This design comes from an exercise in tuning for small area, a short achievable clock period and few clock cycles per item on the open sky130 flow, not from production work.
Only simulation tests tie the RTL to the original design; equivalence was not proved.
Power figures rest on the tool's default switching activity, not on a simulated workload.

<file path="config.mk">
export PLATFORM = sky130hd
export DESIGN_NAME = fft16_digit_reverse_buf
export DESIGN_NICKNAME = fft16_digit_reverse_buf
export VERILOG_FILES = /design/flow/design.v
export SDC_FILE = /design/flow/constraint.sdc
export NUM_CORES = 4
export LEC_CHECK = 0
export CAP_MARGIN = 20
export CORE_MARGIN = 2
export CORE_UTILIZATION = 65
export CTS_CLUSTER_DIAMETER = 100
export CTS_CLUSTER_SIZE = 30
export SETUP_SLACK_MARGIN = 1.85
export SLEW_MARGIN = 20
</file>
<file path="constraint.sdc">
create_clock -name core_clock -period 4.0 [get_ports {clk}]
set_input_delay 0.8000 -clock core_clock [delete_from_list [all_inputs] [get_ports {clk}]]
set_output_delay 0.8000 -clock core_clock [all_outputs]
set_load 0.01 [all_outputs]
</file>
<file path="design.v">
package fft16_pkg;
    localparam int DATA_W = 32;
    localparam int N      = 16;
    localparam int NSLOT  = 9;    
    localparam int NPH    = 6;     
    localparam int PHW    = 3;
    typedef struct packed {
        logic signed [DATA_W-1:0] re;
        logic signed [DATA_W-1:0] im;
    } cplx_t;
    function automatic logic [3:0] digit_rev4(input logic [3:0] idx);
        digit_rev4 = {idx[1:0], idx[3:2]};
    endfunction
    function automatic logic [NSLOT-1:0] wr_slot(input logic [PHW-1:0] ph, input logic [3:0] k);
        case ({ph, k})
            {3'd0, 4'd0}: wr_slot = 9'b000000001;
            {3'd0, 4'd1}: wr_slot = 9'b000000010;
            {3'd0, 4'd2}: wr_slot = 9'b000000100;
            {3'd0, 4'd3}: wr_slot = 9'b000001000;
            {3'd0, 4'd4}: wr_slot = 9'b000010000;
            {3'd0, 4'd5}: wr_slot = 9'b000100000;
            {3'd0, 4'd6}: wr_slot = 9'b001000000;
            {3'd0, 4'd7}: wr_slot = 9'b010000000;
            {3'd0, 4'd8}: wr_slot = 9'b100000000;
            {3'd0, 4'd9}: wr_slot = 9'b000000001;
            {3'd0, 4'd10}: wr_slot = 9'b000010000;
            {3'd0, 4'd11}: wr_slot = 9'b100000000;
            {3'd0, 4'd12}: wr_slot = 9'b000000000;
            {3'd0, 4'd13}: wr_slot = 9'b000000010;
            {3'd0, 4'd14}: wr_slot = 9'b000100000;
            {3'd0, 4'd15}: wr_slot = 9'b000000001;
            {3'd1, 4'd0}: wr_slot = 9'b000000010;
            {3'd1, 4'd1}: wr_slot = 9'b000000100;
            {3'd1, 4'd2}: wr_slot = 9'b001000000;
            {3'd1, 4'd3}: wr_slot = 9'b000010000;
            {3'd1, 4'd4}: wr_slot = 9'b000100000;
            {3'd1, 4'd5}: wr_slot = 9'b000001000;
            {3'd1, 4'd6}: wr_slot = 9'b010000000;
            {3'd1, 4'd7}: wr_slot = 9'b100000000;
            {3'd1, 4'd8}: wr_slot = 9'b000000001;
            {3'd1, 4'd9}: wr_slot = 9'b000000010;
            {3'd1, 4'd10}: wr_slot = 9'b000100000;
            {3'd1, 4'd11}: wr_slot = 9'b000000001;
            {3'd1, 4'd12}: wr_slot = 9'b000000000;
            {3'd1, 4'd13}: wr_slot = 9'b000000100;
            {3'd1, 4'd14}: wr_slot = 9'b000001000;
            {3'd1, 4'd15}: wr_slot = 9'b000000010;
            {3'd2, 4'd0}: wr_slot = 9'b000000100;
            {3'd2, 4'd1}: wr_slot = 9'b001000000;
            {3'd2, 4'd2}: wr_slot = 9'b010000000;
            {3'd2, 4'd3}: wr_slot = 9'b000100000;
            {3'd2, 4'd4}: wr_slot = 9'b000001000;
            {3'd2, 4'd5}: wr_slot = 9'b000010000;
            {3'd2, 4'd6}: wr_slot = 9'b100000000;
            {3'd2, 4'd7}: wr_slot = 9'b000000001;
            {3'd2, 4'd8}: wr_slot = 9'b000000010;
            {3'd2, 4'd9}: wr_slot = 9'b000000100;
            {3'd2, 4'd10}: wr_slot = 9'b000001000;
            {3'd2, 4'd11}: wr_slot = 9'b000000010;
            {3'd2, 4'd12}: wr_slot = 9'b000000000;
            {3'd2, 4'd13}: wr_slot = 9'b001000000;
            {3'd2, 4'd14}: wr_slot = 9'b000010000;
            {3'd2, 4'd15}: wr_slot = 9'b000000100;
            {3'd3, 4'd0}: wr_slot = 9'b001000000;
            {3'd3, 4'd1}: wr_slot = 9'b010000000;
            {3'd3, 4'd2}: wr_slot = 9'b100000000;
            {3'd3, 4'd3}: wr_slot = 9'b000001000;
            {3'd3, 4'd4}: wr_slot = 9'b000010000;
            {3'd3, 4'd5}: wr_slot = 9'b000100000;
            {3'd3, 4'd6}: wr_slot = 9'b000000001;
            {3'd3, 4'd7}: wr_slot = 9'b000000010;
            {3'd3, 4'd8}: wr_slot = 9'b000000100;
            {3'd3, 4'd9}: wr_slot = 9'b001000000;
            {3'd3, 4'd10}: wr_slot = 9'b000010000;
            {3'd3, 4'd11}: wr_slot = 9'b000000100;
            {3'd3, 4'd12}: wr_slot = 9'b000000000;
            {3'd3, 4'd13}: wr_slot = 9'b010000000;
            {3'd3, 4'd14}: wr_slot = 9'b000100000;
            {3'd3, 4'd15}: wr_slot = 9'b001000000;
            {3'd4, 4'd0}: wr_slot = 9'b010000000;
            {3'd4, 4'd1}: wr_slot = 9'b100000000;
            {3'd4, 4'd2}: wr_slot = 9'b000000001;
            {3'd4, 4'd3}: wr_slot = 9'b000010000;
            {3'd4, 4'd4}: wr_slot = 9'b000100000;
            {3'd4, 4'd5}: wr_slot = 9'b000001000;
            {3'd4, 4'd6}: wr_slot = 9'b000000010;
            {3'd4, 4'd7}: wr_slot = 9'b000000100;
            {3'd4, 4'd8}: wr_slot = 9'b001000000;
            {3'd4, 4'd9}: wr_slot = 9'b010000000;
            {3'd4, 4'd10}: wr_slot = 9'b000100000;
            {3'd4, 4'd11}: wr_slot = 9'b001000000;
            {3'd4, 4'd12}: wr_slot = 9'b000000000;
            {3'd4, 4'd13}: wr_slot = 9'b100000000;
            {3'd4, 4'd14}: wr_slot = 9'b000001000;
            {3'd4, 4'd15}: wr_slot = 9'b010000000;
            {3'd5, 4'd0}: wr_slot = 9'b100000000;
            {3'd5, 4'd1}: wr_slot = 9'b000000001;
            {3'd5, 4'd2}: wr_slot = 9'b000000010;
            {3'd5, 4'd3}: wr_slot = 9'b000100000;
            {3'd5, 4'd4}: wr_slot = 9'b000001000;
            {3'd5, 4'd5}: wr_slot = 9'b000010000;
            {3'd5, 4'd6}: wr_slot = 9'b000000100;
            {3'd5, 4'd7}: wr_slot = 9'b001000000;
            {3'd5, 4'd8}: wr_slot = 9'b010000000;
            {3'd5, 4'd9}: wr_slot = 9'b100000000;
            {3'd5, 4'd10}: wr_slot = 9'b000001000;
            {3'd5, 4'd11}: wr_slot = 9'b010000000;
            {3'd5, 4'd12}: wr_slot = 9'b000000000;
            {3'd5, 4'd13}: wr_slot = 9'b000000001;
            {3'd5, 4'd14}: wr_slot = 9'b000010000;
            {3'd5, 4'd15}: wr_slot = 9'b100000000;
            default: wr_slot = '0;
        endcase
    endfunction
    function automatic logic [NSLOT-1:0] wr_slot_nxt(input logic [PHW-1:0] ph, input logic [3:0] k);
        case ({ph, k})
            {3'd0, 4'd0}: wr_slot_nxt = 9'b000000010;
            {3'd0, 4'd1}: wr_slot_nxt = 9'b000000100;
            {3'd0, 4'd2}: wr_slot_nxt = 9'b000001000;
            {3'd0, 4'd3}: wr_slot_nxt = 9'b000010000;
            {3'd0, 4'd4}: wr_slot_nxt = 9'b000100000;
            {3'd0, 4'd5}: wr_slot_nxt = 9'b001000000;
            {3'd0, 4'd6}: wr_slot_nxt = 9'b010000000;
            {3'd0, 4'd7}: wr_slot_nxt = 9'b100000000;
            {3'd0, 4'd8}: wr_slot_nxt = 9'b000000001;
            {3'd0, 4'd9}: wr_slot_nxt = 9'b000010000;
            {3'd0, 4'd10}: wr_slot_nxt = 9'b100000000;
            {3'd0, 4'd11}: wr_slot_nxt = 9'b000000000;
            {3'd0, 4'd12}: wr_slot_nxt = 9'b000000010;
            {3'd0, 4'd13}: wr_slot_nxt = 9'b000100000;
            {3'd0, 4'd14}: wr_slot_nxt = 9'b000000001;
            {3'd0, 4'd15}: wr_slot_nxt = 9'b000000010;
            {3'd1, 4'd0}: wr_slot_nxt = 9'b000000100;
            {3'd1, 4'd1}: wr_slot_nxt = 9'b001000000;
            {3'd1, 4'd2}: wr_slot_nxt = 9'b000010000;
            {3'd1, 4'd3}: wr_slot_nxt = 9'b000100000;
            {3'd1, 4'd4}: wr_slot_nxt = 9'b000001000;
            {3'd1, 4'd5}: wr_slot_nxt = 9'b010000000;
            {3'd1, 4'd6}: wr_slot_nxt = 9'b100000000;
            {3'd1, 4'd7}: wr_slot_nxt = 9'b000000001;
            {3'd1, 4'd8}: wr_slot_nxt = 9'b000000010;
            {3'd1, 4'd9}: wr_slot_nxt = 9'b000100000;
            {3'd1, 4'd10}: wr_slot_nxt = 9'b000000001;
            {3'd1, 4'd11}: wr_slot_nxt = 9'b000000000;
            {3'd1, 4'd12}: wr_slot_nxt = 9'b000000100;
            {3'd1, 4'd13}: wr_slot_nxt = 9'b000001000;
            {3'd1, 4'd14}: wr_slot_nxt = 9'b000000010;
            {3'd1, 4'd15}: wr_slot_nxt = 9'b000000100;
            {3'd2, 4'd0}: wr_slot_nxt = 9'b001000000;
            {3'd2, 4'd1}: wr_slot_nxt = 9'b010000000;
            {3'd2, 4'd2}: wr_slot_nxt = 9'b000100000;
            {3'd2, 4'd3}: wr_slot_nxt = 9'b000001000;
            {3'd2, 4'd4}: wr_slot_nxt = 9'b000010000;
            {3'd2, 4'd5}: wr_slot_nxt = 9'b100000000;
            {3'd2, 4'd6}: wr_slot_nxt = 9'b000000001;
            {3'd2, 4'd7}: wr_slot_nxt = 9'b000000010;
            {3'd2, 4'd8}: wr_slot_nxt = 9'b000000100;
            {3'd2, 4'd9}: wr_slot_nxt = 9'b000001000;
            {3'd2, 4'd10}: wr_slot_nxt = 9'b000000010;
            {3'd2, 4'd11}: wr_slot_nxt = 9'b000000000;
            {3'd2, 4'd12}: wr_slot_nxt = 9'b001000000;
            {3'd2, 4'd13}: wr_slot_nxt = 9'b000010000;
            {3'd2, 4'd14}: wr_slot_nxt = 9'b000000100;
            {3'd2, 4'd15}: wr_slot_nxt = 9'b001000000;
            {3'd3, 4'd0}: wr_slot_nxt = 9'b010000000;
            {3'd3, 4'd1}: wr_slot_nxt = 9'b100000000;
            {3'd3, 4'd2}: wr_slot_nxt = 9'b000001000;
            {3'd3, 4'd3}: wr_slot_nxt = 9'b000010000;
            {3'd3, 4'd4}: wr_slot_nxt = 9'b000100000;
            {3'd3, 4'd5}: wr_slot_nxt = 9'b000000001;
            {3'd3, 4'd6}: wr_slot_nxt = 9'b000000010;
            {3'd3, 4'd7}: wr_slot_nxt = 9'b000000100;
            {3'd3, 4'd8}: wr_slot_nxt = 9'b001000000;
            {3'd3, 4'd9}: wr_slot_nxt = 9'b000010000;
            {3'd3, 4'd10}: wr_slot_nxt = 9'b000000100;
            {3'd3, 4'd11}: wr_slot_nxt = 9'b000000000;
            {3'd3, 4'd12}: wr_slot_nxt = 9'b010000000;
            {3'd3, 4'd13}: wr_slot_nxt = 9'b000100000;
            {3'd3, 4'd14}: wr_slot_nxt = 9'b001000000;
            {3'd3, 4'd15}: wr_slot_nxt = 9'b010000000;
            {3'd4, 4'd0}: wr_slot_nxt = 9'b100000000;
            {3'd4, 4'd1}: wr_slot_nxt = 9'b000000001;
            {3'd4, 4'd2}: wr_slot_nxt = 9'b000010000;
            {3'd4, 4'd3}: wr_slot_nxt = 9'b000100000;
            {3'd4, 4'd4}: wr_slot_nxt = 9'b000001000;
            {3'd4, 4'd5}: wr_slot_nxt = 9'b000000010;
            {3'd4, 4'd6}: wr_slot_nxt = 9'b000000100;
            {3'd4, 4'd7}: wr_slot_nxt = 9'b001000000;
            {3'd4, 4'd8}: wr_slot_nxt = 9'b010000000;
            {3'd4, 4'd9}: wr_slot_nxt = 9'b000100000;
            {3'd4, 4'd10}: wr_slot_nxt = 9'b001000000;
            {3'd4, 4'd11}: wr_slot_nxt = 9'b000000000;
            {3'd4, 4'd12}: wr_slot_nxt = 9'b100000000;
            {3'd4, 4'd13}: wr_slot_nxt = 9'b000001000;
            {3'd4, 4'd14}: wr_slot_nxt = 9'b010000000;
            {3'd4, 4'd15}: wr_slot_nxt = 9'b100000000;
            {3'd5, 4'd0}: wr_slot_nxt = 9'b000000001;
            {3'd5, 4'd1}: wr_slot_nxt = 9'b000000010;
            {3'd5, 4'd2}: wr_slot_nxt = 9'b000100000;
            {3'd5, 4'd3}: wr_slot_nxt = 9'b000001000;
            {3'd5, 4'd4}: wr_slot_nxt = 9'b000010000;
            {3'd5, 4'd5}: wr_slot_nxt = 9'b000000100;
            {3'd5, 4'd6}: wr_slot_nxt = 9'b001000000;
            {3'd5, 4'd7}: wr_slot_nxt = 9'b010000000;
            {3'd5, 4'd8}: wr_slot_nxt = 9'b100000000;
            {3'd5, 4'd9}: wr_slot_nxt = 9'b000001000;
            {3'd5, 4'd10}: wr_slot_nxt = 9'b010000000;
            {3'd5, 4'd11}: wr_slot_nxt = 9'b000000000;
            {3'd5, 4'd12}: wr_slot_nxt = 9'b000000001;
            {3'd5, 4'd13}: wr_slot_nxt = 9'b000010000;
            {3'd5, 4'd14}: wr_slot_nxt = 9'b100000000;
            {3'd5, 4'd15}: wr_slot_nxt = 9'b000000001;
            default: wr_slot_nxt = '0;
        endcase
    endfunction
    function automatic logic [NSLOT-1:0] rd_slot(input logic [PHW-1:0] ph, input logic [3:0] k);
        case ({ph, k})
            {3'd0, 4'd0}: rd_slot = 9'b000000001;
            {3'd0, 4'd1}: rd_slot = 9'b000010000;
            {3'd0, 4'd2}: rd_slot = 9'b100000000;
            {3'd0, 4'd3}: rd_slot = 9'b000000000;
            {3'd0, 4'd4}: rd_slot = 9'b000000010;
            {3'd0, 4'd5}: rd_slot = 9'b000100000;
            {3'd0, 4'd6}: rd_slot = 9'b000000001;
            {3'd0, 4'd7}: rd_slot = 9'b000000010;
            {3'd0, 4'd8}: rd_slot = 9'b000000100;
            {3'd0, 4'd9}: rd_slot = 9'b001000000;
            {3'd0, 4'd10}: rd_slot = 9'b000010000;
            {3'd0, 4'd11}: rd_slot = 9'b000100000;
            {3'd0, 4'd12}: rd_slot = 9'b000001000;
            {3'd0, 4'd13}: rd_slot = 9'b010000000;
            {3'd0, 4'd14}: rd_slot = 9'b100000000;
            {3'd0, 4'd15}: rd_slot = 9'b000000001;
            {3'd1, 4'd0}: rd_slot = 9'b000000010;
            {3'd1, 4'd1}: rd_slot = 9'b000100000;
            {3'd1, 4'd2}: rd_slot = 9'b000000001;
            {3'd1, 4'd3}: rd_slot = 9'b000000000;
            {3'd1, 4'd4}: rd_slot = 9'b000000100;
            {3'd1, 4'd5}: rd_slot = 9'b000001000;
            {3'd1, 4'd6}: rd_slot = 9'b000000010;
            {3'd1, 4'd7}: rd_slot = 9'b000000100;
            {3'd1, 4'd8}: rd_slot = 9'b001000000;
            {3'd1, 4'd9}: rd_slot = 9'b010000000;
            {3'd1, 4'd10}: rd_slot = 9'b000100000;
            {3'd1, 4'd11}: rd_slot = 9'b000001000;
            {3'd1, 4'd12}: rd_slot = 9'b000010000;
            {3'd1, 4'd13}: rd_slot = 9'b100000000;
            {3'd1, 4'd14}: rd_slot = 9'b000000001;
            {3'd1, 4'd15}: rd_slot = 9'b000000010;
            {3'd2, 4'd0}: rd_slot = 9'b000000100;
            {3'd2, 4'd1}: rd_slot = 9'b000001000;
            {3'd2, 4'd2}: rd_slot = 9'b000000010;
            {3'd2, 4'd3}: rd_slot = 9'b000000000;
            {3'd2, 4'd4}: rd_slot = 9'b001000000;
            {3'd2, 4'd5}: rd_slot = 9'b000010000;
            {3'd2, 4'd6}: rd_slot = 9'b000000100;
            {3'd2, 4'd7}: rd_slot = 9'b001000000;
            {3'd2, 4'd8}: rd_slot = 9'b010000000;
            {3'd2, 4'd9}: rd_slot = 9'b100000000;
            {3'd2, 4'd10}: rd_slot = 9'b000001000;
            {3'd2, 4'd11}: rd_slot = 9'b000010000;
            {3'd2, 4'd12}: rd_slot = 9'b000100000;
            {3'd2, 4'd13}: rd_slot = 9'b000000001;
            {3'd2, 4'd14}: rd_slot = 9'b000000010;
            {3'd2, 4'd15}: rd_slot = 9'b000000100;
            {3'd3, 4'd0}: rd_slot = 9'b001000000;
            {3'd3, 4'd1}: rd_slot = 9'b000010000;
            {3'd3, 4'd2}: rd_slot = 9'b000000100;
            {3'd3, 4'd3}: rd_slot = 9'b000000000;
            {3'd3, 4'd4}: rd_slot = 9'b010000000;
            {3'd3, 4'd5}: rd_slot = 9'b000100000;
            {3'd3, 4'd6}: rd_slot = 9'b001000000;
            {3'd3, 4'd7}: rd_slot = 9'b010000000;
            {3'd3, 4'd8}: rd_slot = 9'b100000000;
            {3'd3, 4'd9}: rd_slot = 9'b000000001;
            {3'd3, 4'd10}: rd_slot = 9'b000010000;
            {3'd3, 4'd11}: rd_slot = 9'b000100000;
            {3'd3, 4'd12}: rd_slot = 9'b000001000;
            {3'd3, 4'd13}: rd_slot = 9'b000000010;
            {3'd3, 4'd14}: rd_slot = 9'b000000100;
            {3'd3, 4'd15}: rd_slot = 9'b001000000;
            {3'd4, 4'd0}: rd_slot = 9'b010000000;
            {3'd4, 4'd1}: rd_slot = 9'b000100000;
            {3'd4, 4'd2}: rd_slot = 9'b001000000;
            {3'd4, 4'd3}: rd_slot = 9'b000000000;
            {3'd4, 4'd4}: rd_slot = 9'b100000000;
            {3'd4, 4'd5}: rd_slot = 9'b000001000;
            {3'd4, 4'd6}: rd_slot = 9'b010000000;
            {3'd4, 4'd7}: rd_slot = 9'b100000000;
            {3'd4, 4'd8}: rd_slot = 9'b000000001;
            {3'd4, 4'd9}: rd_slot = 9'b000000010;
            {3'd4, 4'd10}: rd_slot = 9'b000100000;
            {3'd4, 4'd11}: rd_slot = 9'b000001000;
            {3'd4, 4'd12}: rd_slot = 9'b000010000;
            {3'd4, 4'd13}: rd_slot = 9'b000000100;
            {3'd4, 4'd14}: rd_slot = 9'b001000000;
            {3'd4, 4'd15}: rd_slot = 9'b010000000;
            {3'd5, 4'd0}: rd_slot = 9'b100000000;
            {3'd5, 4'd1}: rd_slot = 9'b000001000;
            {3'd5, 4'd2}: rd_slot = 9'b010000000;
            {3'd5, 4'd3}: rd_slot = 9'b000000000;
            {3'd5, 4'd4}: rd_slot = 9'b000000001;
            {3'd5, 4'd5}: rd_slot = 9'b000010000;
            {3'd5, 4'd6}: rd_slot = 9'b100000000;
            {3'd5, 4'd7}: rd_slot = 9'b000000001;
            {3'd5, 4'd8}: rd_slot = 9'b000000010;
            {3'd5, 4'd9}: rd_slot = 9'b000000100;
            {3'd5, 4'd10}: rd_slot = 9'b000001000;
            {3'd5, 4'd11}: rd_slot = 9'b000010000;
            {3'd5, 4'd12}: rd_slot = 9'b000100000;
            {3'd5, 4'd13}: rd_slot = 9'b001000000;
            {3'd5, 4'd14}: rd_slot = 9'b010000000;
            {3'd5, 4'd15}: rd_slot = 9'b100000000;
            default: rd_slot = '0;
        endcase
    endfunction
    function automatic logic [NSLOT-1:0] rd_slot_nxt(input logic [PHW-1:0] ph, input logic [3:0] k);
        case ({ph, k})
            {3'd0, 4'd0}: rd_slot_nxt = 9'b000010000;
            {3'd0, 4'd1}: rd_slot_nxt = 9'b100000000;
            {3'd0, 4'd2}: rd_slot_nxt = 9'b000000000;
            {3'd0, 4'd3}: rd_slot_nxt = 9'b000000010;
            {3'd0, 4'd4}: rd_slot_nxt = 9'b000100000;
            {3'd0, 4'd5}: rd_slot_nxt = 9'b000000001;
            {3'd0, 4'd6}: rd_slot_nxt = 9'b000000010;
            {3'd0, 4'd7}: rd_slot_nxt = 9'b000000100;
            {3'd0, 4'd8}: rd_slot_nxt = 9'b001000000;
            {3'd0, 4'd9}: rd_slot_nxt = 9'b000010000;
            {3'd0, 4'd10}: rd_slot_nxt = 9'b000100000;
            {3'd0, 4'd11}: rd_slot_nxt = 9'b000001000;
            {3'd0, 4'd12}: rd_slot_nxt = 9'b010000000;
            {3'd0, 4'd13}: rd_slot_nxt = 9'b100000000;
            {3'd0, 4'd14}: rd_slot_nxt = 9'b000000001;
            {3'd0, 4'd15}: rd_slot_nxt = 9'b000000010;
            {3'd1, 4'd0}: rd_slot_nxt = 9'b000100000;
            {3'd1, 4'd1}: rd_slot_nxt = 9'b000000001;
            {3'd1, 4'd2}: rd_slot_nxt = 9'b000000000;
            {3'd1, 4'd3}: rd_slot_nxt = 9'b000000100;
            {3'd1, 4'd4}: rd_slot_nxt = 9'b000001000;
            {3'd1, 4'd5}: rd_slot_nxt = 9'b000000010;
            {3'd1, 4'd6}: rd_slot_nxt = 9'b000000100;
            {3'd1, 4'd7}: rd_slot_nxt = 9'b001000000;
            {3'd1, 4'd8}: rd_slot_nxt = 9'b010000000;
            {3'd1, 4'd9}: rd_slot_nxt = 9'b000100000;
            {3'd1, 4'd10}: rd_slot_nxt = 9'b000001000;
            {3'd1, 4'd11}: rd_slot_nxt = 9'b000010000;
            {3'd1, 4'd12}: rd_slot_nxt = 9'b100000000;
            {3'd1, 4'd13}: rd_slot_nxt = 9'b000000001;
            {3'd1, 4'd14}: rd_slot_nxt = 9'b000000010;
            {3'd1, 4'd15}: rd_slot_nxt = 9'b000000100;
            {3'd2, 4'd0}: rd_slot_nxt = 9'b000001000;
            {3'd2, 4'd1}: rd_slot_nxt = 9'b000000010;
            {3'd2, 4'd2}: rd_slot_nxt = 9'b000000000;
            {3'd2, 4'd3}: rd_slot_nxt = 9'b001000000;
            {3'd2, 4'd4}: rd_slot_nxt = 9'b000010000;
            {3'd2, 4'd5}: rd_slot_nxt = 9'b000000100;
            {3'd2, 4'd6}: rd_slot_nxt = 9'b001000000;
            {3'd2, 4'd7}: rd_slot_nxt = 9'b010000000;
            {3'd2, 4'd8}: rd_slot_nxt = 9'b100000000;
            {3'd2, 4'd9}: rd_slot_nxt = 9'b000001000;
            {3'd2, 4'd10}: rd_slot_nxt = 9'b000010000;
            {3'd2, 4'd11}: rd_slot_nxt = 9'b000100000;
            {3'd2, 4'd12}: rd_slot_nxt = 9'b000000001;
            {3'd2, 4'd13}: rd_slot_nxt = 9'b000000010;
            {3'd2, 4'd14}: rd_slot_nxt = 9'b000000100;
            {3'd2, 4'd15}: rd_slot_nxt = 9'b001000000;
            {3'd3, 4'd0}: rd_slot_nxt = 9'b000010000;
            {3'd3, 4'd1}: rd_slot_nxt = 9'b000000100;
            {3'd3, 4'd2}: rd_slot_nxt = 9'b000000000;
            {3'd3, 4'd3}: rd_slot_nxt = 9'b010000000;
            {3'd3, 4'd4}: rd_slot_nxt = 9'b000100000;
            {3'd3, 4'd5}: rd_slot_nxt = 9'b001000000;
            {3'd3, 4'd6}: rd_slot_nxt = 9'b010000000;
            {3'd3, 4'd7}: rd_slot_nxt = 9'b100000000;
            {3'd3, 4'd8}: rd_slot_nxt = 9'b000000001;
            {3'd3, 4'd9}: rd_slot_nxt = 9'b000010000;
            {3'd3, 4'd10}: rd_slot_nxt = 9'b000100000;
            {3'd3, 4'd11}: rd_slot_nxt = 9'b000001000;
            {3'd3, 4'd12}: rd_slot_nxt = 9'b000000010;
            {3'd3, 4'd13}: rd_slot_nxt = 9'b000000100;
            {3'd3, 4'd14}: rd_slot_nxt = 9'b001000000;
            {3'd3, 4'd15}: rd_slot_nxt = 9'b010000000;
            {3'd4, 4'd0}: rd_slot_nxt = 9'b000100000;
            {3'd4, 4'd1}: rd_slot_nxt = 9'b001000000;
            {3'd4, 4'd2}: rd_slot_nxt = 9'b000000000;
            {3'd4, 4'd3}: rd_slot_nxt = 9'b100000000;
            {3'd4, 4'd4}: rd_slot_nxt = 9'b000001000;
            {3'd4, 4'd5}: rd_slot_nxt = 9'b010000000;
            {3'd4, 4'd6}: rd_slot_nxt = 9'b100000000;
            {3'd4, 4'd7}: rd_slot_nxt = 9'b000000001;
            {3'd4, 4'd8}: rd_slot_nxt = 9'b000000010;
            {3'd4, 4'd9}: rd_slot_nxt = 9'b000100000;
            {3'd4, 4'd10}: rd_slot_nxt = 9'b000001000;
            {3'd4, 4'd11}: rd_slot_nxt = 9'b000010000;
            {3'd4, 4'd12}: rd_slot_nxt = 9'b000000100;
            {3'd4, 4'd13}: rd_slot_nxt = 9'b001000000;
            {3'd4, 4'd14}: rd_slot_nxt = 9'b010000000;
            {3'd4, 4'd15}: rd_slot_nxt = 9'b100000000;
            {3'd5, 4'd0}: rd_slot_nxt = 9'b000001000;
            {3'd5, 4'd1}: rd_slot_nxt = 9'b010000000;
            {3'd5, 4'd2}: rd_slot_nxt = 9'b000000000;
            {3'd5, 4'd3}: rd_slot_nxt = 9'b000000001;
            {3'd5, 4'd4}: rd_slot_nxt = 9'b000010000;
            {3'd5, 4'd5}: rd_slot_nxt = 9'b100000000;
            {3'd5, 4'd6}: rd_slot_nxt = 9'b000000001;
            {3'd5, 4'd7}: rd_slot_nxt = 9'b000000010;
            {3'd5, 4'd8}: rd_slot_nxt = 9'b000000100;
            {3'd5, 4'd9}: rd_slot_nxt = 9'b000001000;
            {3'd5, 4'd10}: rd_slot_nxt = 9'b000010000;
            {3'd5, 4'd11}: rd_slot_nxt = 9'b000100000;
            {3'd5, 4'd12}: rd_slot_nxt = 9'b001000000;
            {3'd5, 4'd13}: rd_slot_nxt = 9'b010000000;
            {3'd5, 4'd14}: rd_slot_nxt = 9'b100000000;
            {3'd5, 4'd15}: rd_slot_nxt = 9'b000000001;
            default: rd_slot_nxt = '0;
        endcase
    endfunction
    function automatic logic avail_w(input logic [NSLOT-1:0] t, input logic [3:0] k);
        case (k)
            4'd0: avail_w = 1'b1;
            4'd1: avail_w = t[2];
            4'd2: avail_w = t[5];
            4'd3: avail_w = t[8];
            4'd4: avail_w = 1'b1;
            4'd5: avail_w = 1'b1;
            4'd6: avail_w = t[2];
            4'd7: avail_w = t[5];
            4'd8: avail_w = 1'b1;
            4'd9: avail_w = 1'b1;
            4'd10: avail_w = 1'b1;
            4'd11: avail_w = t[2];
            4'd12: avail_w = 1'b1;
            4'd13: avail_w = 1'b1;
            4'd14: avail_w = 1'b1;
            4'd15: avail_w = 1'b1;
            default: avail_w = 1'b0;
        endcase
    endfunction
    function automatic logic avail_r(input logic [NSLOT-1:0] t, input logic [3:0] k);
        case (k)
            4'd0: avail_r = t[4];
            4'd1: avail_r = t[7];
            4'd2: avail_r = 1'b0;
            4'd3: avail_r = 1'b1;
            4'd4: avail_r = t[1];
            4'd5: avail_r = t[4];
            4'd6: avail_r = t[7];
            4'd7: avail_r = 1'b1;
            4'd8: avail_r = 1'b1;
            4'd9: avail_r = t[1];
            4'd10: avail_r = t[4];
            4'd11: avail_r = 1'b1;
            4'd12: avail_r = 1'b1;
            4'd13: avail_r = 1'b1;
            4'd14: avail_r = t[1];
            4'd15: avail_r = t[1];
            default: avail_r = 1'b0;
        endcase
    endfunction
    function automatic logic avail_wr(input logic [NSLOT-1:0] t, input logic [3:0] k);
        case (k)
            4'd0: avail_wr = t[3];
            4'd1: avail_wr = t[6];
            4'd2: avail_wr = 1'b0;
            4'd3: avail_wr = 1'b1;
            4'd4: avail_wr = t[0];
            4'd5: avail_wr = t[3];
            4'd6: avail_wr = t[6];
            4'd7: avail_wr = 1'b1;
            4'd8: avail_wr = 1'b1;
            4'd9: avail_wr = t[0];
            4'd10: avail_wr = t[3];
            4'd11: avail_wr = 1'b1;
            4'd12: avail_wr = 1'b1;
            4'd13: avail_wr = 1'b1;
            4'd14: avail_wr = t[0];
            4'd15: avail_wr = t[0];
            default: avail_wr = 1'b0;
        endcase
    endfunction
    function automatic logic byp_w(input logic [NSLOT-1:0] t, input logic [3:0] k);
        case (k)
            4'd0: byp_w = 1'b0;
            4'd1: byp_w = 1'b0;
            4'd2: byp_w = 1'b0;
            4'd3: byp_w = (t[7] && !t[8]);
            4'd4: byp_w = 1'b0;
            4'd5: byp_w = 1'b0;
            4'd6: byp_w = 1'b0;
            4'd7: byp_w = 1'b0;
            4'd8: byp_w = 1'b0;
            4'd9: byp_w = 1'b0;
            4'd10: byp_w = 1'b0;
            4'd11: byp_w = 1'b0;
            4'd12: byp_w = 1'b0;
            4'd13: byp_w = 1'b0;
            4'd14: byp_w = 1'b0;
            4'd15: byp_w = 1'b0;
            default: byp_w = 1'b0;
        endcase
    endfunction
    function automatic logic byp_r(input logic [NSLOT-1:0] t, input logic [3:0] k);
        case (k)
            4'd0: byp_r = 1'b0;
            4'd1: byp_r = 1'b0;
            4'd2: byp_r = 1'b0;
            4'd3: byp_r = 1'b0;
            4'd4: byp_r = 1'b0;
            4'd5: byp_r = 1'b0;
            4'd6: byp_r = 1'b0;
            4'd7: byp_r = 1'b0;
            4'd8: byp_r = 1'b0;
            4'd9: byp_r = 1'b0;
            4'd10: byp_r = 1'b0;
            4'd11: byp_r = 1'b0;
            4'd12: byp_r = 1'b0;
            4'd13: byp_r = 1'b0;
            4'd14: byp_r = 1'b0;
            4'd15: byp_r = 1'b0;
            default: byp_r = 1'b0;
        endcase
    endfunction
    function automatic logic byp_wr(input logic [NSLOT-1:0] t, input logic [3:0] k);
        case (k)
            4'd0: byp_wr = 1'b0;
            4'd1: byp_wr = 1'b0;
            4'd2: byp_wr = t[8];
            4'd3: byp_wr = 1'b0;
            4'd4: byp_wr = 1'b0;
            4'd5: byp_wr = 1'b0;
            4'd6: byp_wr = 1'b0;
            4'd7: byp_wr = 1'b0;
            4'd8: byp_wr = 1'b0;
            4'd9: byp_wr = 1'b0;
            4'd10: byp_wr = 1'b0;
            4'd11: byp_wr = 1'b0;
            4'd12: byp_wr = 1'b0;
            4'd13: byp_wr = 1'b0;
            4'd14: byp_wr = 1'b0;
            4'd15: byp_wr = 1'b0;
            default: byp_wr = 1'b0;
        endcase
    endfunction
endpackage
module fft16_bank_ram #(
    parameter int W  = 2 * fft16_pkg::DATA_W,
    parameter int NS = fft16_pkg::NSLOT
) (
    input  logic          clk,
    input  logic [NS-1:0] wsel,
    input  logic [W-1:0]  wdata,
    input  logic [NS-1:0] rsel,
    output logic [W-1:0]  rdata
);
    logic [W-1:0] mem_q [NS];
    always_ff @(posedge clk) begin
        for (int i = 0; i < NS; i++) begin
            if (wsel[i]) mem_q[i] <= wdata;
        end
    end
    always_comb begin
        rdata = '0;
        for (int i = 0; i < NS; i++) begin
            rdata = rdata | (mem_q[i] & {W{rsel[i]}});
        end
    end
endmodule
module fft16_digit_reverse_buf #(
    parameter int DATA_W = 32,
    parameter int N      = 16
) (
    input  logic                  clk,
    input  logic                  rst_n,
    input  logic                  in_valid,
    output logic                  in_ready,
    input  logic [DATA_W-1:0]     in_re,
    input  logic [DATA_W-1:0]     in_im,
    output logic                  out_valid,
    input  logic                  out_ready,
    output logic [DATA_W-1:0]     out_re,
    output logic [DATA_W-1:0]     out_im,
    output logic [3:0]            out_idx,
    output logic                  out_last
);
    localparam int NS  = fft16_pkg::NSLOT;
    localparam int PHW = fft16_pkg::PHW;
    localparam int DW  = 2 * DATA_W;
    logic [PHW-1:0] wph_q, rph_q, wph_inc, rph_inc;    
    logic [3:0]     wcnt_q, rcnt_q, wcnt_inc, rcnt_inc;
    logic [NS-1:0]  t_q, t_d;                           
    logic [NS-1:0]  wsel_q, wsel_d, rsel_q, rsel_d;
    logic           fa_q;                               
    logic           avail_q, avail_d;                   
    logic           byp_q, byp_d;                       
    logic           full_q, full_d;
    logic           nq_q, np_q, nq_d, np_d, fa_d;       
    logic           aw, bw, ar, br, awr, bwr;
    logic           out_valid_q, out_valid_d;
    logic [3:0]     out_idx_q;
    logic           out_last_q;
    logic [DW-1:0]  out_q, rd_data;
    logic           wr_fire, can_load, rd_load, in_ready_c;
    assign can_load   = !out_valid_q || out_ready;
    assign in_ready_c = !np_q || (!nq_q && out_ready);
    assign wr_fire    = in_valid && in_ready_c;
    assign rd_load    = can_load && (avail_q || (byp_q && wr_fire));
    assign wcnt_inc = wcnt_q + 4'd1;
    assign rcnt_inc = rcnt_q + 4'd1;
    assign wph_inc  = (wcnt_q != 4'(N - 1)) ? wph_q : (wph_q == PHW'(fft16_pkg::NPH - 1)) ? '0 : wph_q + 1'b1;
    assign rph_inc  = (rcnt_q != 4'(N - 1)) ? rph_q : (rph_q == PHW'(fft16_pkg::NPH - 1)) ? '0 : rph_q + 1'b1;
    always_comb begin
        aw  = fft16_pkg::avail_w(t_q, rcnt_q);
        bw  = fft16_pkg::byp_w(t_q, rcnt_q);
        ar  = fft16_pkg::avail_r(t_q, rcnt_q);
        br  = fft16_pkg::byp_r(t_q, rcnt_q);
        awr = fft16_pkg::avail_wr(t_q, rcnt_q);
        bwr = fft16_pkg::byp_wr(t_q, rcnt_q);
        case ({wr_fire, rd_load})
            2'b10: begin
                t_d     = {t_q[NS-2:0], 1'b1};
                full_d  = t_q[NS-2];
                avail_d = aw;
                byp_d   = bw;
                nq_d    = !(aw || bw);
                np_d    = t_q[NS-2] && ((out_valid_q && !out_ready) || !(aw || bw));
                fa_d    = t_q[NS-2] && aw;
            end
            2'b01: begin
                t_d     = {1'b0, t_q[NS-1:1]};
                full_d  = 1'b0;
                avail_d = ar;
                byp_d   = br;
                nq_d    = !(ar || br);
                np_d    = 1'b0;
                fa_d    = 1'b0;
            end
            2'b11: begin
                t_d     = t_q;
                full_d  = full_q;
                avail_d = awr;
                byp_d   = bwr;
                nq_d    = !(awr || bwr);
                np_d    = full_q;
                fa_d    = full_q && awr;
            end
            default: begin
                t_d     = t_q;
                full_d  = full_q;
                avail_d = avail_q;
                byp_d   = byp_q;
                nq_d    = nq_q;
                np_d    = full_q && ((out_valid_q && !out_ready) || nq_q);
                fa_d    = fa_q;
            end
        endcase
        out_valid_d = can_load ? rd_load : out_valid_q;
        wsel_d = wr_fire ? fft16_pkg::wr_slot_nxt(wph_q, wcnt_q) : fft16_pkg::wr_slot(wph_q, wcnt_q);
        if (full_d) wsel_d = '0;
        rsel_d = rd_load ? fft16_pkg::rd_slot_nxt(rph_q, rcnt_q) : fft16_pkg::rd_slot(rph_q, rcnt_q);
    end
    fft16_bank_ram #(.W(DW), .NS(NS)) u_pool (
        .clk   (clk),
        .wsel  (wsel_q | (rsel_q & {NS{fa_q && can_load}})),
        .wdata ({in_re, in_im}),
        .rsel  (rsel_q),
        .rdata (rd_data)
    );
    always_ff @(posedge clk or negedge rst_n) begin
        if (!rst_n) begin
            wph_q       <= '0;
            wcnt_q      <= '0;
            rph_q       <= '0;
            rcnt_q      <= '0;
            t_q         <= '0;
            wsel_q      <= fft16_pkg::wr_slot('0, '0);
            rsel_q      <= fft16_pkg::rd_slot('0, '0);
            fa_q        <= 1'b0;
            avail_q     <= 1'b0;
            byp_q       <= 1'b0;
            full_q      <= 1'b0;
            nq_q        <= 1'b1;
            np_q        <= 1'b0;
            out_valid_q <= 1'b0;
        end else begin
            t_q         <= t_d;
            wsel_q      <= wsel_d;
            rsel_q      <= rsel_d;
            fa_q        <= fa_d;
            avail_q     <= avail_d;
            byp_q       <= byp_d;
            full_q      <= full_d;
            nq_q        <= nq_d;
            np_q        <= np_d;
            out_valid_q <= out_valid_d;
            if (wr_fire) begin
                wcnt_q <= wcnt_inc;
                wph_q  <= wph_inc;
            end
            if (rd_load) begin
                rcnt_q <= rcnt_inc;
                rph_q  <= rph_inc;
            end
        end
    end
    always_ff @(posedge clk) begin
        if (can_load) begin
            out_q      <= rd_data | ({DW{byp_q}} & {in_re, in_im});
            out_idx_q  <= fft16_pkg::digit_rev4(rcnt_q);
            out_last_q <= (rcnt_q == 4'(N - 1));
        end
    end
    assign in_ready  = in_ready_c;
    assign out_valid = out_valid_q;
    assign out_re    = out_q[DW-1:DATA_W];
    assign out_im    = out_q[DATA_W-1:0];
    assign out_idx   = out_idx_q;
    assign out_last  = out_last_q;
endmodule
</file>
<file path="flow/run.sh">
#!/bin/bash
# The standard layout (the standard.sh: ORFS synthesis to final layout), with one change:
# the input and output port buffers are plain sky130_fd_sc_hd__buf_2 cells instead of the
# delay cells buffer_ports picks by default. Every port still gets its own buffer.
# make's full output goes to standard.log in the work folder; ORFS's per-step logs stay under
# orfs/logs/.
set -euo pipefail
export BUFFER_PORTS_ARGS="-buffer_cell sky130_fd_sc_hd__buf_2"
bash standard.sh finish > standard.log 2>&1
</file>
<file path="standard.sh">
#!/bin/bash
# synth_recipe.tcl (not shown) runs the flow's synth.tcl, then flattens the netlist and writes it again
# the make line also repeats each setting of config.mk as NAME=value (left out here)
make -C /OpenROAD-flow-scripts/flow DESIGN_CONFIG=/design/flow/config.mk WORK_HOME=/design/flow/orfs CLKGATE_MAP_FILE= SYNTH_SCRIPT=/design/flow/synth_recipe.tcl "${@:-finish}"
</file>
==> results_dict.tcl, run 1 <==
set metrics [dict create \
    hold_viol_final 0 \
    ctsHoldBuffers 0 \
    port_buffers 138 \
    cp_max_fo 4 \
    synthDominantCellAreaShare_pct 72.9 \
    path_cells "o21ai_2 -> buf_2" \
    wire_per_inst_um 28.2 \
    maxCapViolCount 0 \
    die_w_um 206 \
    required_ns 3.20 \
    drv_slew 0 \
    grt_pass1_wl_um 93100 \
    regArea_mm2 0.0206 \
    p_per_area_mw_per_mm2 783 \
    drc_errors 0 \
    tightest_slew_ns 1.07 \
    die_area_mm2 0.0425 \
    arrival_ns 1.41 \
    setup_violations 0 \
    startpoint_type "flip-flop" \
    fin_nets 1797 \
    io-pin-count 139 \
    slowest_delay_ns 0.62 \
    area_growth_pct 10.0 \
    reg2regPathDepth 10 \
    synth-edff-count 645 \
    antenna_found_initial 9 \
    yosys_warnings 3 \
    via_count 15707 \
    syn_area_per_cell_um2 16.8 \
    synth_area_mm2 0.0266 \
    yosysUniqueCellTypes 67 \
    rsz0062_at_grt "true" \
    drtIter0Drc 1891 \
    relSlewSlack_pct 28.7 \
    setup_tns_ns 0 \
    fillers 2552 \
    ys_top_cells_by_area "edfxtp_1, a22oi_1, dfrtp_1" \
    clock_latency_ns 0.60 \
    syn_inst 1586 \
    place_hpwl_um 34300 \
    ys_ff_latch 693 \
    cts_tree "built" \
    synth-main-ff-cell "edfxtp_1" \
    skew_ns 0.0210 \
    yosysTopAreaCell "edfxtp_1" \
    cts_sinks 693 \
    fin_hold_ws_ns 0.115 \
    status "no timing/DRC/antenna violations" \
    async_flop_share_pct 6.93 \
    viasPerCell 6.92 \
    row_count 74 \
    critPathTopFamily "flip-flops" \
    ir_drop_v 0.000480 \
    drtPass1Iterations 5 \
    grt_pass1_vias 15080 \
    cts_max_level 1 \
    fin_crit_ns 2.21 \
    clock.fmax_mhz 453 \
    core_mm2 0.0406 \
    start_util_pct 65.5 \
    drive_gt1_share_pct 19.1 \
    routabilityCongestion 0.921 \
    synth_nets 1670 \
    grt_use_total_pct 29.6 \
    die_y_um 206 \
    yosysSeqAreaShare_pct 77.4 \
    crit_buf_inv 1 \
    multi_input_area_mm2 0.00580 \
    mostFrequentLayoutCell "edfxtp_1" \
    fin_crit_sh_pct 55.2 \
    cts_root_buf "clkbuf_16" \
    overflow 0 \
    mostFrequentLayoutCells "edfxtp_1, a22oi_1, buf_2" \
    criticalPathCategory "reg2out" \
    power_leakage_nw 9.71 \
    drt_wl_total_um 64100 \
    path_depth 2 \
    grt_max_degree 67 \
    critPathSlowestCell "dfstp_2" \
    cts.clk_slew.worst_paths_ns 0.11 \
    end_kind "primary output" \
    holdCritPathClass "in2async" \
    detail-route-antenna-nets 0 \
    clockBufferDepth 3 \
    cts_buffers 27 \
]
## through the flow
| step | total power [mW] | cell area (um^2) | setup WS [ns] | instances | utilization [%] |
|---|---|---|---|---|---|
| after floorplan | 16.2 | 26700 | 1.55 | 1586 | - |
| after global placement | 18.8 | 28000 | 1.21 | 2182 | 68.9 |
| after detailed placement | 19.0 | 28000 | 1.18 | 2182 | 68.9 |
| after CTS | 22.5 | 28900 | 1.75 | 2243 | 71.4 |
| after global routing | 24.0 | 29200 | 1.74 | 2267 | 72.1 |
| final | 22.9 | 29200 | 1.79 | 2270 | 72.1 |
## cells by family after synthesis
logic type      count (synthesis)  synth area share, %
compound gates                478                 13.6
mux                            32                 1.30
xor+xnor                       10                0.330
simple gates                  219                 4.41
fa+ha+maj                      16                0.753
buf+inv                       138                 2.22
flops                         693                 77.4
## flip-flops by register name (all words and copies together), names as in the netlist, 3 cells and up
register	cells
rph_q	3
wsel_q	9
wph_q	3
rcnt_q	4
t_q	9
wcnt_q	4
out_idx_q	4
out_q	64
u_pool.mem_q	576
rsel_q	9
## cell usage after synthesis (all sizes together), types with 3 or more instances
cell type  number
a211o           3
a211oi          7
a21boi          3
a21o           10
a21oi          33
a221oi         68
a22o           64
a22oi         199
a31oi          12
a32oi           5
and3            7
buf            40
clkbuf         69
dfrtp          45
dfstp           3
edfxtp        645
ha             16
inv            27
mux2           11
mux2i          21
nand2          49
nand2b         11
nand3          15
nand4          69
nor2           31
nor2b          14
nor3            9
o211ai          3
o21a            3
o21ai          38
o221ai          3
o22ai          10
o31ai           5
xnor2           6
xor2            4
## power by group
| group | total (mW) | internal [mW] | switching (mW) | leakage, nW |
|---|---|---|---|---|
| logic | 7.50 | 2.58 | 4.91 | 2.71 |
| registers | 12.0 | 10.9 | 1.16 | 6.63 |
| clock network | 3.37 | 1.31 | 2.05 | 0.371 |
| total | 22.9 | 14.8 | 8.12 | 9.71 |
## final cells by class
class	count	area share (%)
multi-input combinational	764	19.8
inverter	29	0.462
clock inverter	2	0.0984
sequential	693	70.5
timing repair buffer	198	4.24
tap	532	2.28
clock buffer	47	2.57
antenna	5	0.0428
## path summary, 6_finish.rpt
kind	startpoint	endpoint	slack, ns
min reg2reg	fa_q	fa_q	0.54
max reg2reg	np_q	wsel_q[4]	1.87
min in group core_clock	in_im[5]	u_pool.mem_q[3][5]	0.49
max in group asynchronous	rst_n	rsel_q[7]	3.05
min	rst_n	t_q[6]	0.12
max	nq_q	in_ready	1.79
## worst register-to-register path: stages (launching register included)
cell and delay [ns]:
dfrtp_1 0.44, nor2b_4 0.14, o21a_1 0.21, or2_4 0.29, ha_4 0.31, nand3_2 0.08, o21a_4 0.18, inv_8 0.08
nor2_4 0.03, a32oi_1 0.15, o31ai_1 0.10
## per-layer routing
| metal | vias up | global-route usage, % | wire length [um] |
|---|---|---|---|
| met2 | 827 | 48.3 | 31700 |
| met1 | 8003 | 42.9 | 25200 |
| li1 | 6782 | - | - |
| met4 | 8 | 6.20 | 1120 |
| met5 | - | 0 | 51 |
| met3 | 87 | 4.62 | 6110 |
## what timing repair did
action                                  in CTS  in global routing
buffers inserted                             8                 17
pin swaps                                    9                 12
endpoints found under the setup margin     170                193
resized for setup                           31                 37
cloned                                       4                  5
Testbench counts, summed over its fixed seeds: cycles 7,347, items 6,144.
==> inputs of run 2 (changes only) <==
--- a/config.mk
+++ b/config.mk
@@ -12,3 +12,3 @@
 export CTS_CLUSTER_SIZE = 30
-export SETUP_SLACK_MARGIN = 1.85
+export SETUP_SLACK_MARGIN = 1.9
 export SLEW_MARGIN = 20
==> run 2 against run 1 <==
Compared with the run above:
- maximum frequency is 3.1% lower
- flip-flop and latch count did not move
- synthesized cell count unchanged
- clock skew increased by 0.018 ns
- largest power group unchanged
- final cell count is the same
- critical endpoint is now u_pool.mem_q[0][38]
- worst setup slack worse by 0.072 ns
- highest routed layer unchanged
- combinational power is 2% higher
==> results_dict.tcl, run 2 <==
set metrics [dict create \
    syn_inst 1586 \
    largest_reg_flops 576 \
    rsz0062_at_grt "true" \
    synth-edff-count 645 \
    cts_tree "built" \
    yosysMostFrequentCell "edfxtp_1" \
    drtIter0Drc 1601 \
    die_y_um 206 \
    ys_top_cells_by_area "edfxtp_1, a22oi_1, dfrtp_1" \
    hold_viol_final 0 \
    crit_path_frequent_cell "buf_4" \
    cts_root_buf "clkbuf_16" \
    tightest_slew_ns 1.07 \
    area_growth_pct 11.2 \
    maxCapViolCount 0 \
    yosysSeqAreaShare_pct 77.4 \
    p_int_mw 15.0 \
    antenna_found_initial 7 \
    drtPass1Iterations 5 \
    place_area_mm2 0.0280 \
    cts_buffers 27 \
    critPathSlowestCell "a21o_4" \
    p_per_area_mw_per_mm2 781 \
    detail-route-antenna-nets 0 \
    skew_ns 0.0392 \
    synth-main-ff-cell "edfxtp_1" \
    syn_area_per_cell_um2 16.8 \
    fin_crit_ns 2.28 \
    cts_max_level 1 \
    mostFrequentLayoutCell "edfxtp_1" \
    row_count 74 \
    criticalPathCategory "reg2reg" \
    die_w_um 206 \
    grt_use_total_pct 28.9 \
    grt_max_degree 67 \
    layout_setup_ws_ns 1.72 \
    grt_pass1_wl_um 90900 \
    io-pin-count 139 \
    fin_util_pct 72.8 \
    ir_drop_v 0.000631 \
    path_cells "nor2b_4 -> nor2b_1 -> buf_4 -> a21o_4 -> buf_4" \
    relSlewSlack_pct 28.9 \
    via_count 15544 \
    setup_tns_ns 0 \
    end_kind "flip-flop" \
    switchingPower_mw 8.08 \
    arrival_ns 2.57 \
    status "no timing/DRC/antenna violations" \
    synthDominantCellAreaShare_pct 72.9 \
    setup_violations 0 \
    clock_latency_ns 0.60 \
    port_buffers 138 \
    core_mm2 0.0406 \
    p_total_mw 23.1 \
    crit_buf_inv 2 \
    swShare_pct 35.0 \
    power_frac_comb_pct 33.3 \
    slowest_delay_ns 0.62 \
    critPathTopFamily "compound AO/OA/AOI/OAI gates" \
    start_util_pct 65.5 \
    routabilityCongestion 0.909 \
    regMostFlops "u_pool.mem_q" \
    yosysUniqueCellTypes 67 \
    cts.clk_slew.worst_paths_ns 0.12 \
    yosys_warnings 3 \
    synth_nets 1670 \
    clock.fmax_mhz 438 \
    pre_cts_ws_ns 1.10 \
    fin_crit_sh_pct 57.0 \
    startpoint_type "flip-flop" \
    drt_wl_total_um 62100 \
    cts_sinks 693 \
    place_hpwl_um 33400 \
    pwr-share-seq_pct 52.2 \
    power_leakage_nw 9.78 \
    clockPowerShare_pct 14.5 \
    viasPerCell 6.85 \
    synthTopCellsByCount "edfxtp_1, a22oi_1, clkbuf_1, nand4_1, a221oi_1" \
    drv_slew 0 \
    required_ns 4.29 \
    final_area_mm2 0.0295 \
    holdCritPathClass "in2async" \
    synth_area_mm2 0.0266 \
    yosysTopAreaCell "edfxtp_1" \
    fin_nets 1798 \
    mostFrequentLayoutCells "edfxtp_1, a22oi_1, buf_2" \
    cp_max_fo 39 \
    async_flop_share_pct 6.93 \
    drc_errors 0 \
    top_regs "u_pool.mem_q (576), out_q (64)" \
    overflow 0 \
    wire_per_inst_um 27.4 \
    clockBufferDepth 3 \
    ys_ff_latch 693 \
    drive_gt1_share_pct 20.6 \
    grt_pass1_vias 15011 \
    die_area_mm2 0.0425 \
]
==> run 2: cell counts after synthesis <==
No cell type changed its count.
==> run 2: power groups by stage <==
stage / combinational (mW) / clock, mW / sequential (mW)
floorplan: 4.62 / 0 / 11.7
global placement: 6.80 / 0 / 12.0
detailed placement: 6.88 / 0 / 12.1
CTS: 7.14 / 3.38 / 12.0
global route: 8.28 / 3.61 / 12.2
finish: 7.68 / 3.34 / 12.0
==> run 2: per-stage QoR <==
step	instances	hold WS, ns
2_1_floorplan	1586	0.426
3_3_place_gp	2181	0.487
3_5_place_dp	2181	0.490
4_1_cts	2245	0.364
5_1_grt	2267	0.424
6_report	2270	0.344
==> run 2: logic make-up after synthesis <==
family          Yosys count  synth area share (%)
compound gates          478                  13.6
xor+xnor                 10                 0.330
fa+ha+maj                16                 0.753
buf+inv                 138                  2.22
flops                   693                  77.4
mux                      32                  1.30
simple gates            219                  4.41
==> run 2: repair_timing <==
action	CTS	global route
hold buffers	0	0
cloned	1	2
setup buffers	14	19
resized for setup	34	83
pin swaps	8	28
setup endpoints to repair	222	277
==> run 2: layout make-up <==
type | count | area (um^2)
antenna | 4 | 10.0
clock buffer | 48 | 754
clock inverter | 1 | 30.0
fill | 2547 | 11000
inverter | 29 | 154
multi-input combinational | 756 | 5930
sequential | 693 | 20600
tap | 532 | 666
timing repair buffer | 207 | 1390
==> run 2: metal layers <==
| layer | track usage, % | up-vias | routed length (um) |
|---|---|---|---|
| met1 | 41.6 | 7985 | 25100 |
| met3 | 4.12 | 96 | 4770 |
| met5 | 0 | - | 37 |
| li1 | - | 6767 | - |
| met2 | 47.7 | 690 | 30800 |
| met4 | 6.99 | 6 | 1420 |
==> run 2: path summary, 6_finish.rpt <==
check | depth (start not counted) | start | slack, ns | end
hold reg to reg | 1 | fa_q | 0.52 | fa_q
min in group core_clock | 1 | in_im[23] | 0.49 | u_pool.mem_q[6][23]
setup / recovery | 5 | out_valid_q | 1.72 | u_pool.mem_q[0][38]
setup reg to reg | 5 | out_valid_q | 1.72 | u_pool.mem_q[0][38]
hold / removal | 1 | rst_n | 0.34 | wsel_q[3]
max in group asynchronous | 1 | rst_n | 2.89 | rsel_q[3]
==> inputs of run 3 (changes only) <==
--- a/config.mk
+++ b/config.mk
@@ -9,6 +9,6 @@
 export CORE_MARGIN = 2
-export CORE_UTILIZATION = 65
+export CORE_UTILIZATION = 60
 export CTS_CLUSTER_DIAMETER = 100
 export CTS_CLUSTER_SIZE = 30
-export SETUP_SLACK_MARGIN = 1.9
+export SETUP_SLACK_MARGIN = 1.85
 export SLEW_MARGIN = 20
==> run 3 against run 2 <==
Compared with the run above:
- still clean on timing, DRC and antenna
- core utilization decreased by 5.9 points
- count of clock-buffer cells in the layout is 1 lower
- combinational power fell by 2%
- power is 0.59% lower
- final area decreased by 0.42%
- first-iteration DRC count grew 9.5%
- flip-flop and latch count unchanged
==> results_dict.tcl, run 3 <==
set metrics [dict create \
    slowest_delay_ns 0.59 \
    synth_area_mm2 0.0266 \
    setup_tns_ns 0 \
    path_depth 8 \
    fin_crit_sh_pct 55.9 \
    fillers 3041 \
    detail-route-antenna-nets 0 \
    maxCapViolCount 0 \
    yosysUniqueCellTypes 67 \
    via_count 15554 \
    cts_root_buf "clkbuf_16" \
    drive_gt1_share_pct 19.3 \
    yosys_warnings 3 \
    grt_use_total_pct 27.6 \
    row_count 77 \
    yosysSeqAreaShare_pct 77.4 \
    yosysMostFrequentCell "edfxtp_1" \
    syn_area_per_cell_um2 16.8 \
    fin_nets 1808 \
    layout_setup_ws_ns 1.77 \
    cts_buffers 27 \
    fin_util_pct 67.0 \
    place_hpwl_um 34200 \
    p_per_area_mw_per_mm2 780 \
    fin_hold_ws_ns 0.138 \
    p_total_mw 22.9 \
    regArea_mm2 0.0206 \
    criticalPathCategory "reg2reg" \
    area_growth_pct 10.7 \
    cts_sinks 693 \
    rsz0062_at_grt "true" \
    startpoint_type "flip-flop" \
    io-pin-count 139 \
    mostFrequentLayoutCell "edfxtp_1" \
    pre_cts_ws_ns 1.14 \
    ys_top_cells_by_area "edfxtp_1, a22oi_1, dfrtp_1" \
    overflow 0 \
    crit_buf_inv 2 \
    async_flop_share_pct 6.93 \
    die_w_um 214 \
    ir_drop_v 0.000505 \
    fin_crit_ns 2.23 \
    core_mm2 0.0439 \
    setup_violations 0 \
    syn_inst 1586 \
    holdCritPathClass "in2async" \
    critPathSlowestCell "dfstp_2" \
    end_kind "flip-flop" \
    yosysTopAreaCell "edfxtp_1" \
    skew_ns 0.0206 \
    viasPerCell 6.65 \
    grt_pass1_vias 15218 \
    drv_slew 0 \
    start_util_pct 60.5 \
    cts_tree "built" \
    critPathTopFamily "multiplexers" \
    arrival_ns 2.74 \
    mostFrequentLayoutCells "edfxtp_1, a22oi_1, buf_2" \
    largest_reg_flops 576 \
    drc_errors 0 \
    ff2ff_setup_slack_ns 1.77 \
    grt_max_degree 67 \
    cts.clk_slew.worst_paths_ns 0.11 \
    drtPass1Iterations 5 \
    multi_input_area_mm2 0.00578 \
    top_regs "u_pool.mem_q (576), out_q (64)" \
    drt_wl_total_um 65000 \
    tightest_slew_ns 1.09 \
    grt_pass1_wl_um 95200 \
    synth-edff-count 645 \
    reg2regPathDepth 8 \
    clock.fmax_mhz 448 \
    ys_ff_latch 693 \
    cts_max_level 1 \
    status "no timing/DRC/antenna violations" \
    port_buffers 138 \
    ctsHoldBuffers 0 \
    relSlewSlack_pct 27.6 \
    regMostFlops "u_pool.mem_q" \
    synthDominantCellAreaShare_pct 72.9 \
    die_y_um 214 \
    wire_per_inst_um 27.8 \
    antenna_found_initial 9 \
    path_cells "buf_6 -> nand2_1 -> a31oi_1 -> or2_4 -> buf_6 -> mux2_4 -> mux2_2 -> o22ai_1" \
    die_area_mm2 0.0460 \
    hold_viol_final 0 \
    synthTopCellsByCount "edfxtp_1, a22oi_1, clkbuf_1, nand4_1, a221oi_1" \
    drtIter0Drc 1753 \
    clock_latency_ns 0.60 \
    crit_path_frequent_cell "buf_6" \
    power_leakage_nw 9.77 \
    routabilityCongestion 0.888 \
    clockBufferDepth 3 \
    cp_max_fo 10 \
    synth_nets 1670 \
    required_ns 4.51 \
    synth-main-ff-cell "edfxtp_1" \
]
==> run 3: timing repair <==
action                     in CTS  in global routing
setup endpoints to repair     231                140
resized for setup              27                 32
cloned                          5                  4
buffers inserted               21                 15
pin swaps                      12                 10
==> run 3: cells by family after synthesis <==
group                      share of synthesized area [%]
buffers and inverters                               2.22
adders and majority gates                          0.753
xor gates and xnor gates                           0.330
DFF                                                 77.4
muxes                                               1.30
AOI/OAI and AO/OA                                   13.6
and+or+nand+nor                                     4.41
==> run 3: final cells by class <==
cell class	count	share of cell area [%]
antenna	3	0.0255
clock buffer	47	2.55
clock inverter	2	0.132
inverter	29	0.459
multi-input combinational	763	19.6
sequential	693	70.1
tap	592	2.52
timing repair buffer	209	4.61
timing repair inverter	1	0.0170
==> run 3: where the power goes <==
group | switching (mW) | internal (mW) | leakage (nW) | total (mW)
Clock | 2.06 | 1.31 | 0.372 | 3.37
Sequential | 1.16 | 10.9 | 6.63 | 12.0
Combinational | 4.91 | 2.63 | 2.77 | 7.53
==> run 3: path summary, 6_finish.rpt <==
path	endpoint	startpoint
max	rsel_q[4]	nq_q
min	wcnt_q[3]	rst_n
max reg2reg	rsel_q[4]	nq_q
min reg2reg	fa_q	fa_q
max in group asynchronous	byp_q	rst_n
min in group core_clock	u_pool.mem_q[4][18]	in_im[18]
==> run 3: per-layer routing <==
metal	routed length [um]	global-route usage (%)
met1	26900	39.8
met2	31400	45.2
met3	5330	4.27
met4	1360	6.32
met5	73	0
==> run 3: worst register-to-register path, cell delays in order, from the launching register on <==
cell and delay, ns:
dfstp_2 0.59, buf_6 0.11, nand2_1 0.05, a31oi_1 0.22, or2_4 0.24, buf_6 0.19
mux2_4 0.33, mux2_2 0.27, o22ai_1 0.15
==> run 3: stage by stage <==
| stage | std cells | area (um^2) |
|---|---|---|
| floorplan | 1586 | 26700 |
| global placement | 2242 | 28000 |
| detailed placement | 2242 | 28000 |
| CTS | 2317 | 29100 |
| global route | 2338 | 29400 |
| finish | 2339 | 29400 |
==> inputs of run 4 (changes only) <==
--- a/config.mk
+++ b/config.mk
@@ -9,5 +9,5 @@
 export CORE_MARGIN = 2
-export CORE_UTILIZATION = 60
-export CTS_CLUSTER_DIAMETER = 100
-export CTS_CLUSTER_SIZE = 30
+export CORE_UTILIZATION = 65
+export CTS_CLUSTER_DIAMETER = 90
+export CTS_CLUSTER_SIZE = 28
 export SETUP_SLACK_MARGIN = 1.85
==> run 4 against run 3 <==
Compared with the run above:
- still clean on timing, DRC and antenna
- final area fell by 0.26%
- final cell count fell by 2.4%
- synthesized area stayed put
- die area is 7.6% lower
- register-to-register slack gained 0.11 ns
- power grew 0.66%
- synthesized cell count unchanged
- worst hold slack got worse by 0.023 ns
- non-clock buffer count down 6
- core utilization rose by 5.4 points
- critical path type is now reg2out
- largest cell class unchanged
- largest power group unchanged
==> results_dict.tcl, run 4 <==
set metrics [dict create \
    grt_use_total_pct 29.5 \
    top_regs "u_pool.mem_q (576), out_q (64)" \
    syn_inst 1586 \
    synth_area_mm2 0.0266 \
    mostFrequentLayoutCells "edfxtp_1, a22oi_1, buf_2" \
    detail-route-antenna-nets 0 \
    synth-edff-count 645 \
    yosysSeqAreaShare_pct 77.4 \
    fin_crit_sh_pct 55.2 \
    routabilityCongestion 0.921 \
    drtIter0Drc 1814 \
    cts_max_level 1 \
    p_total_mw 23.1 \
    wire_per_inst_um 28.2 \
    largest_reg_flops 576 \
    fin_crit_ns 2.21 \
    skew_ns 0.0167 \
    grt_max_degree 67 \
    relSlewSlack_pct 28.9 \
    drc_errors 0 \
    via_count 15757 \
    status "no timing/DRC/antenna violations" \
    tightest_slew_ns 1.07 \
    die_area_mm2 0.0425 \
    clockBufferDepth 3 \
    power_leakage_nw 9.77 \
    cts.clk_slew.worst_paths_ns 0.11 \
    setup_violations 0 \
    criticalPathCategory "reg2out" \
    die_y_um 206 \
    syn_area_per_cell_um2 16.8 \
    io-pin-count 139 \
    hold_viol_final 0 \
    fillers 2525 \
    fin_nets 1804 \
    mostFrequentLayoutCell "edfxtp_1" \
    fin_util_pct 72.3 \
    layout_setup_ws_ns 1.79 \
    p_per_area_mw_per_mm2 787 \
    fin_hold_ws_ns 0.115 \
    cts_root_buf "clkbuf_16" \
    grt_pass1_wl_um 92900 \
    required_ns 3.20 \
    core_mm2 0.0406 \
    timing.rr.end "u_pool.mem_q[4][59]" \
    place_hpwl_um 34300 \
    regMostFlops "u_pool.mem_q" \
    grt_pass1_vias 15144 \
    synthDominantCellAreaShare_pct 72.9 \
    ff2ff_setup_slack_ns 1.88 \
    yosysMostFrequentCell "edfxtp_1" \
    holdCritPathClass "in2async" \
    cts_buffers 29 \
    end_kind "primary output" \
    die_w_um 206 \
    ir_drop_v 0.000544 \
    synth-main-ff-cell "edfxtp_1" \
    drive_gt1_share_pct 19.3 \
    cts_sinks 693 \
    startpoint_type "flip-flop" \
    rr_startpoint "out_valid_q" \
    overflow 0 \
    arrival_ns 1.41 \
    ys_top_cells_by_area "edfxtp_1, a22oi_1, dfrtp_1" \
    clock_latency_ns 0.60 \
    synth_nets 1670 \
    yosysTopAreaCell "edfxtp_1" \
    ctsHoldBuffers 0 \
    start_util_pct 65.5 \
    drtPass1Iterations 8 \
    port_buffers 138 \
    drv_slew 0 \
    reg2regPathDepth 5 \
    antenna_found_initial 9 \
    yosysUniqueCellTypes 67 \
    ys_ff_latch 693 \
    pre_cts_ws_ns 1.18 \
    setup_tns_ns 0 \
    drt_wl_total_um 64400 \
    viasPerCell 6.90 \
    area_growth_pct 10.4 \
    cp_max_fo 4 \
    yosys_warnings 3 \
    async_flop_share_pct 6.93 \
    synthTopCellsByCount "edfxtp_1, a22oi_1, clkbuf_1, nand4_1, a221oi_1" \
    maxCapViolCount 0 \
    cts_tree "built" \
    rsz0062_at_grt "true" \
    row_count 74 \
    clock.fmax_mhz 453 \
]
-- run 4: cell counts after synthesis --
Identical to the previous run, type by type.
-- run 4: layer usage --
layer  vias up  wire length, um  GRT usage (%)
met4         6             1200           6.10
li1       6795                -              -
met1      8052            25200           42.4
met3        98             6470           5.60
met2       806            31500           48.1
met5         -               37              0
-- run 4: final cells by class --
class | count | area (um^2) | share of cell area (%)
clock inverters | 3 | 43.8 | 0.149
repair buffers | 203 | 1270 | 4.34
flip-flops and latches | 693 | 20600 | 70.2
diodes | 8 | 20.0 | 0.0682
inverters | 29 | 130 | 0.444
clock buffers | 50 | 805 | 2.74
multi-input cells | 764 | 5800 | 19.8
well taps | 532 | 666 | 2.27
-- run 4: worst max-delay path, cell delays in order, from the launching register on --
cell     delay [ns]
dfstp_2        0.62
o21ai_2        0.06
buf_2          0.13
-- run 4: cells by family after synthesis --
family,share of synthesized area [%]
mux,1.30
simple gates,4.41
compound gates,13.6
fa+ha+maj,0.753
buf+inv,2.22
flops,77.4
xor+xnor,0.330
-- run 4: how the worst max path moves through the flow --
stage	slack, ns	depth (start not counted)	to	from
floorplan	1.55	4	u_pool.mem_q[1][0]	out_ready
global placement	1.21	10	fa_q	out_ready
detailed placement	1.18	11	wsel_q[4]	out_ready
CTS	1.76	2	in_ready	nq_q
global route	1.73	2	in_ready	nq_q
finish	1.79	2	in_ready	nq_q
-- run 4: through the flow --
step                instance area (um^2)  cells
floorplan                          26700   1586
detailed placement                 28000   2182
finish                             29300   2282
global route                       29300   2276
global placement                   28000   2182
CTS                                29000   2247
-- run 4: what timing repair did --
action / in CTS / in global routing
buffers inserted: 8 / 22
cloned: 4 / 5
gates resized for setup: 25 / 32
pin swaps: 6 / 14
setup endpoints to repair: 183 / 188
-- run 4: power breakdown --
group	internal (mW)	switching [mW]	leakage, nW	total, mW
clock	1.40	2.09	0.402	3.50
combinational	2.60	4.94	2.73	7.55
sequential	10.9	1.16	6.63	12.0
total	14.9	8.20	9.77	23.1

-- separate check: timing with driven ports --
In the flow no input, the clock included, has a driving cell. The finished layouts below were timed again as built, in two steps.
Step 1 assumes that a clkbuf_16 drives the clock port and a buf_2 every other input.
Step 2 times the ports against the registers' clock, not the clock port: input delays grow and output delays shrink by t, the midpoint of the rising clock arrivals with the driver on.
a / b / c = ideal ports / drivers / drivers and shift; a / b = the first two.
| run | t (ns) | slack for setup (ns) | worst hold slack (ns) | latest minus earliest clock arrival (ns) | cell pins on the clock port's net |
|---|---|---|---|---|---|
| run 1 | 0.655 | 1.791 / 1.731 / 1.414 | 0.115 / 0.082 / 0.542 | 0.021 / 0.021 | 1 |
| run 2 | 0.641 | 1.719 / 1.719 / 1.240 | 0.344 / 0.312 / 0.516 | 0.039 / 0.039 | 1 |
| run 3 | 0.649 | 1.766 / 1.744 / 1.400 | 0.138 / 0.099 / 0.533 | 0.020 / 0.021 | 1 |
| run 4 | 0.655 | 1.791 / 1.731 / 1.372 | 0.115 / 0.082 / 0.530 | 0.021 / 0.021 | 1 |
After both steps setup and hold are still met in every run listed. For run 2, which loses most, drivers alone change the setup slack by 0.000 ns; drivers and shift together by -0.479 ns.
